Context: an optimization exercise on an open-source flow, tuned for small area, a short achievable clock period and few clock cycles per item. The choices shown serve that exercise and are no tape-out recipe. The RTL was checked by simulation tests, not by an equivalence proof against the original design. Power figures rest on the tool's default switching activity, not on a simulated workload.

==> run.sh <==
#!/bin/bash
# synth_recipe.tcl (not shown) runs the flow's synth.tcl, then flattens the netlist and writes it again
# the make line also repeats each setting of config.mk as NAME=value (left out here)
make -C /OpenROAD-flow-scripts/flow DESIGN_CONFIG=/design/flow/config.mk WORK_HOME=/design/flow/orfs CLKGATE_MAP_FILE= SYNTH_SCRIPT=/design/flow/synth_recipe.tcl finish
==> config.mk <==
export PLATFORM = sky130hd
export DESIGN_NAME = sta_chan_est
export DESIGN_NICKNAME = sta_chan_est
export VERILOG_FILES = /design/flow/design.v
export SDC_FILE = /design/flow/constraint.sdc
export NUM_CORES = 4
export LEC_CHECK = 0
export CAP_MARGIN = 20
export CORE_MARGIN = 2
export CORE_UTILIZATION = 30
export PLACE_DENSITY = 0.5
export SLEW_MARGIN = 20
==> constraint.sdc <==
create_clock -name core_clock -period 11.0 [get_ports {ap_clk}]
set_input_delay 2.2000 -clock core_clock [delete_from_list [all_inputs] [get_ports {ap_clk}]]
set_output_delay 2.2000 -clock core_clock [all_outputs]
set_load 0.01 [all_outputs]
==> design.v <==
module sta_chan_est #(
   parameter int unsigned N_SC        = 52,
   parameter int unsigned DW          = 32,
   parameter int unsigned ALPHA_SHIFT = 1
) (
   input  logic            ap_clk,
   input  logic            ap_rst,
   input  logic [2*DW-1:0] in_stream_TDATA,
   input  logic            in_stream_TVALID,
   output logic            in_stream_TREADY,
   input  logic            in_stream_TLAST,
   input  logic [1:0]      mode,
   input  logic            init,
   output logic [2*DW-1:0] estStream_TDATA,
   output logic            estStream_TVALID,
   input  logic            estStream_TREADY,
   output logic            estStream_TLAST,
   output logic [31:0]     sym_count,
   output logic            len_err
);
   localparam int unsigned MW = (N_SC > 1) ? $clog2(N_SC) : 1;
   typedef enum logic [1:0] {S_FIRST = 2'd0, S_MID = 2'd1, S_FLUSH = 2'd2} t_state;
   t_state          r_state;
   logic [2*DW-1:0] r_p, r_c;
   logic [31:0]     r_idx;
   logic [1:0]      r_mode;
   logic            r_hist_valid;
   logic [2*DW-1:0] r_mem [N_SC];
   logic [2*DW-1:0] r_tdata;
   logic            r_tvalid, r_tlast, r_len_err;
   logic [31:0]     r_sym_count;
   logic            w_load, w_acc, w_emit, w_in_range;
   logic [31:0]     w_k;
   logic [MW-1:0]   w_mi;
   logic [1:0]      w_mode_in;
   logic [2*DW-1:0] w_a, w_b, w_n, w_h, w_out;
   function automatic logic [DW-1:0] f_freq(input logic [DW-1:0] a, input logic [DW-1:0] b,
                                            input logic [DW-1:0] n);
      logic signed [DW+1:0] s;
      s = $signed({{2{a[DW-1]}}, a}) + $signed({b[DW-1], b, 1'b0}) + $signed({{2{n[DW-1]}}, n});
      s = s >>> 2;
      f_freq = s[DW-1:0];
   endfunction
   function automatic logic [DW-1:0] f_temp(input logic [DW-1:0] f, input logic [DW-1:0] h);
      logic signed [DW:0] d;
      d = $signed({f[DW-1], f}) - $signed({h[DW-1], h});
      d = d >>> ALPHA_SHIFT;
      f_temp = h + d[DW-1:0];
   endfunction
   assign w_load           = !r_tvalid || estStream_TREADY;
   assign in_stream_TREADY = !ap_rst && (r_state != S_FLUSH) && w_load;
   assign w_acc            = in_stream_TVALID && in_stream_TREADY;
   assign w_emit           = (w_acc && r_state == S_MID) || (r_state == S_FLUSH && w_load);
   assign w_mode_in        = (mode == 2'd3) ? 2'd0 : mode;
   assign w_k        = r_idx - 32'd1;
   assign w_in_range = (w_k < N_SC);
   assign w_mi       = w_in_range ? w_k[MW-1:0] : '0;
   assign w_h        = r_mem[w_mi];
   assign w_a = r_p;
   assign w_b = r_c;
   assign w_n = (r_state == S_FLUSH) ? r_c : in_stream_TDATA;
   always_comb begin
      logic [DW-1:0] fv;
      w_out = '0;
      for (int c = 0; c < 2; c++) begin
         fv = f_freq(w_a[c*DW +: DW], w_b[c*DW +: DW], w_n[c*DW +: DW]);
         case (r_mode)
            2'd2:    w_out[c*DW +: DW] = w_b[c*DW +: DW];
            2'd1:    w_out[c*DW +: DW] = fv;
            default: w_out[c*DW +: DW] = (r_hist_valid && w_in_range) ?
                                         f_temp(fv, w_h[c*DW +: DW]) : fv;
         endcase
      end
   end
   always_ff @(posedge ap_clk) begin
      if (ap_rst) begin
         r_state      <= S_FIRST;
         r_p          <= '0;
         r_c          <= '0;
         r_idx        <= '0;
         r_mode       <= '0;
         r_hist_valid <= 1'b0;
         r_tdata      <= '0;
         r_tvalid     <= 1'b0;
         r_tlast      <= 1'b0;
         r_len_err    <= 1'b0;
         r_sym_count  <= '0;
      end else begin
         if (w_load) begin
            r_tvalid <= w_emit;
            if (w_emit) begin
               r_tdata <= w_out;
               r_tlast <= (r_state == S_FLUSH);
            end
         end
         if (w_emit && w_in_range) r_mem[w_mi] <= w_out;
         case (r_state)
            S_FIRST: if (w_acc) begin
               r_p    <= in_stream_TDATA;
               r_c    <= in_stream_TDATA;
               r_idx  <= 32'd1;
               r_mode <= w_mode_in;
               if (in_stream_TLAST) begin
                  if (N_SC != 1) r_len_err <= 1'b1;
                  r_state <= S_FLUSH;
               end else begin
                  r_state <= S_MID;
               end
            end
            S_MID: if (w_acc) begin
               r_p   <= r_c;
               r_c   <= in_stream_TDATA;
               r_idx <= r_idx + 32'd1;
               if (in_stream_TLAST) begin
                  if (r_idx + 32'd1 != N_SC) r_len_err <= 1'b1;
                  r_state <= S_FLUSH;
               end
            end
            S_FLUSH: if (w_load) begin
               r_state      <= S_FIRST;
               r_sym_count  <= r_sym_count + 32'd1;
               r_hist_valid <= 1'b1;
            end
            default: r_state <= S_FIRST;
         endcase
         if (init) r_hist_valid <= 1'b0;
      end
   end
   assign estStream_TDATA  = r_tdata;
   assign estStream_TVALID = r_tvalid;
   assign estStream_TLAST  = r_tlast;
   assign sym_count        = r_sym_count;
   assign len_err          = r_len_err;
endmodule
==> impl_metrics.toml <==
[run_status]
outcome = "no timing/DRC/antenna violations"

[synth]
yosys_warnings = 1
ys_seq_area_share_pct = 70.1
syn_area_mm2 = 0.150
synth-main-ff-cell = "edfxtp_1"
postSynth.asyncResetShare_pct = 0
synthesis.instances = 11000
syn_nets = 11400
synth_edf_count = 3328
synth_cell_types = 91
syn_area_per_cell_um2 = 13.6
synth_seq_cells = 3592

[sta]
tightest_slew_ns = 1.25
fin_skew_ns = 0.0691
min_period_over_period_pct = 96.0
max_freq_mhz = 94.7
rsz0062_at_grt = "false"
maxSlewViolCount = 0
slew_headroom_pct = 16.6
setup_viol = 0
fin_ws_ns = 0.443
min_period_ns = 10.56
hold_viol = 0

[worst_setup_path]
critical_path.startpoint_type = "flop"
r2r_end = "r_mem[3][60]"
critical_path.max_stage_delay_ns = 0.59
rr_worst_depth = 40
worst_ep_required_time_ns = 11.72
crit_path_top_delay_cell = "a2111oi_0"
cp.arrival_ns = 11.28
worstSetupPathType = "flop to flop"
reg2reg_from = "r_idx[0]"
crit_top_cell = "buf_4"
rrSetupSlack_ns = 0.44
critPathCaptureType = "flop"
path_max_fanout = 27

[power]
power.total_mw = 35.3
leakage_nw = 59.4
power-per-cell-area_mw_per_mm2 = 199
ir_drop_uv = 143

[floorplanning]
die_w_um = 711
coreArea_mm2 = 0.498
initial_core_util_pct = 30.1
die_h_um = 711
die_area_mm2 = 0.506
fp-row-count = 259
ios = 172

[routing]
drtIter0Drc = 15000
viasPerCell = 5.69
ant_nets = 0
routed_wl_um = 617000
routed-via-count = 106000
first_pass_iters = 9
wl_per_cell_um = 33.3
drc_errors = 0

[placed_design]
pre_cts_ws_ns = -0.108
io_buffers = 171
place_congestion = 0.896
hpwlAfterDp_um = 364000

[clock_network]
clkLatencyLatePin_ns = 1.01
tritoncts = "done"
cts_root_buf = "clkbuf_16"
cts_buffer_depth = 4
clk_pin_slew_ns = 0.06
cts_buffers = 393
clkSinkCount = 3592
ctsHoldBuffers = 0
htree_levels = 5

[grt]
grt_pass1_wl_um = 832000
grt_max_degree = 97
grt_usage_pct = 23.4
use_met2_pct = 35.9
antenna_found_initial = 39
use_met3_pct = 4.36
use_met1_pct = 32.5
top_usage_layer = "met2"
grt_pass1_vias = 97300
grt-ovfl-total = 0

[min_path]
hp-class = "flop to flop"
hold_depth = 2
hold_end = "r_tdata[55]"
hold_start = "r_tdata[55]"

[finish]
fill_cells = 48000
utilization_pct = 35.7
multiInputGateArea_mm2 = 0.0435
drive_above_1_share_pct = 12.7
synthToLayoutAreaGrowth_pct = 18.3
ff_latch_area_mm2 = 0.105
final_nets = 11900

[flow_run]
drv_cap = 0
-- layout by cell type, fill, tap and decap left out, types with 144 or more instances in the layout --
master           count
edfxtp_1          3328
nand2_1           1788
a21oi_1            836
buf_4              543
mux2i_1            453
clkbuf_16          398
nor2_1             367
o21ai_0            272
dfxtp_1            263
a31oi_1            260
o22ai_1            233
ha_1               191
a211oi_1           174
clkdlybuf4s50_1    170
a221oi_1           166
o221ai_1           144
-- stage by stage --
step	hold WS (ns)	cell area [um^2]	std cells	setup TNS (ns)
6_report	0.453	178000	18500	0
5_1_grt	0.469	178000	18500	0
4_1_cts	0.456	177000	18500	0
3_5_place_dp	0.447	165000	17800	-7.21
3_3_place_gp	0.442	165000	17800	-11.03
2_1_floorplan	0.463	150000	11000	-2.41
-- worst max path at each step --
stage,from,endpoint,slack [ns]
floorplan,r_idx[0],r_mem[0][30],-0.05
global placement,in_stream_TDATA[33],r_mem[20][57],-0.14
detailed placement,in_stream_TDATA[33],r_mem[21][57],-0.11
CTS,r_idx[25],r_mem[10][29],0.26
global route,r_idx[0],r_mem[7][30],0.03
finish,r_idx[0],r_mem[3][60],0.44
-- flip-flops by register name (all words and copies together) (netlist names) --
name,flops
r_idx,32
r_mode,2
r_tlast,1
r_mem,3328
r_len_err,1
r_state,2
r_tvalid,1
r_sym_count,32
r_tdata,64
r_hist_valid,1
r_c,64
r_p,64
-- area by class of cell --
cell class / count / share of cell area, %
inverters: 133 / 0.282
repair buffers: 806 / 4.30
clock buffers: 507 / 5.91
clock inverters: 216 / 1.13
diodes: 18 / 0.0253
multi-input cells: 6611 / 24.5
flip-flops and latches: 3592 / 59.2
well taps: 6655 / 4.69
-- cell usage after synthesis (99+ instances only) --
cell / n / area [um^2]
edfxtp_1: 3328 / 99900
nor3_1: 99 / 495
inv_1: 131 / 492
buf_1: 152 / 571
nand2_1: 1802 / 6760
clkbuf_1: 516 / 1940
a211oi_1: 178 / 1340
a221oi_1: 168 / 1470
o21ai_0: 272 / 1360
a22oi_1: 125 / 938
mux2i_1: 453 / 4530
o22ai_1: 233 / 1460
xnor2_1: 128 / 1120
dfxtp_1: 264 / 5290
a31oi_1: 272 / 1700
a21oi_1: 877 / 4390
nor2_1: 441 / 1660
nand3_1: 120 / 601
ha_1: 194 / 2430
o221ai_1: 144 / 1260
-- metal layers --
layer | up-vias | wire length (um)
li1 | 43600 | -
met1 | 54900 | 254000
met2 | 5912 | 273000
met3 | 1105 | 61100
met4 | 22 | 29300
met5 | - | 156
-- cells by family (layout without fill, tap and decap cells) --
logic type      Yosys count  after routing  share of synthesized area, %
flops                  3592           3592                          70.1
compound gates         2845           2845                          12.7
fa+ha+maj               264            264                          2.55
other cells               0             18                             0
mux                     533            533                          3.74
xor+xnor                208            208                          1.21
buf+inv                 820           1662                          2.08
simple gates           2761           2761                          7.66
-- report_power, final --
group | internal [mW] | switching [mW]
registers | 16.3 | 0.0543
clock network | 7.41 | 5.67
logic | 1.95 | 3.96
total | 25.7 | 9.68
-- critical path: cells and delay by family, from the launching register on --
family,cells,cell delay [ns]
xor+xnor,2,0.28
buf+inv,9,2.14
fa+ha+maj,2,0.68
flops,1,0.35
compound gates,14,3.78
simple gates,13,2.94
-- repair_timing --
item / in CTS / in global routing
setup endpoints to repair: 0 / 633
buffers inserted: 0 / 7
resized for setup: 0 / 10
hold endpoints to repair: 0 / 0
Testbench counts, summed over its fixed seeds: cycles 16,968, items 16,640.

afterwards: timing with drivers on the ports:
In the flow no input, the clock included, has a driving cell. The finished layout below was timed again as built, in two steps. Step 1 (the two cells are an assumption about what drives the block):
set clk [get_ports {ap_clk}]
set_driving_cell -lib_cell sky130_fd_sc_hd__clkbuf_16 $clk
set_driving_cell -lib_cell sky130_fd_sc_hd__buf_2 [delete_from_list [all_inputs] $clk]
Step 2 also shifts input and output timing later by t, the mid clock arrival at the registers, as if the neighbouring blocks saw the same clock. a / b / c = ideal ports / drivers / drivers and shift; a / b = the first two.
t (ns): 1.091
setup slack, ns: 0.443 / 0.443 / -0.202
worst setup path after step 2: input to register
worst slew at a driven data input, ns: 0.23
Met with ideal ports but missed after step 2: setup timing in this run. The setup slack of this run moves by 0.000 ns with the drivers and by -0.645 ns with both steps.
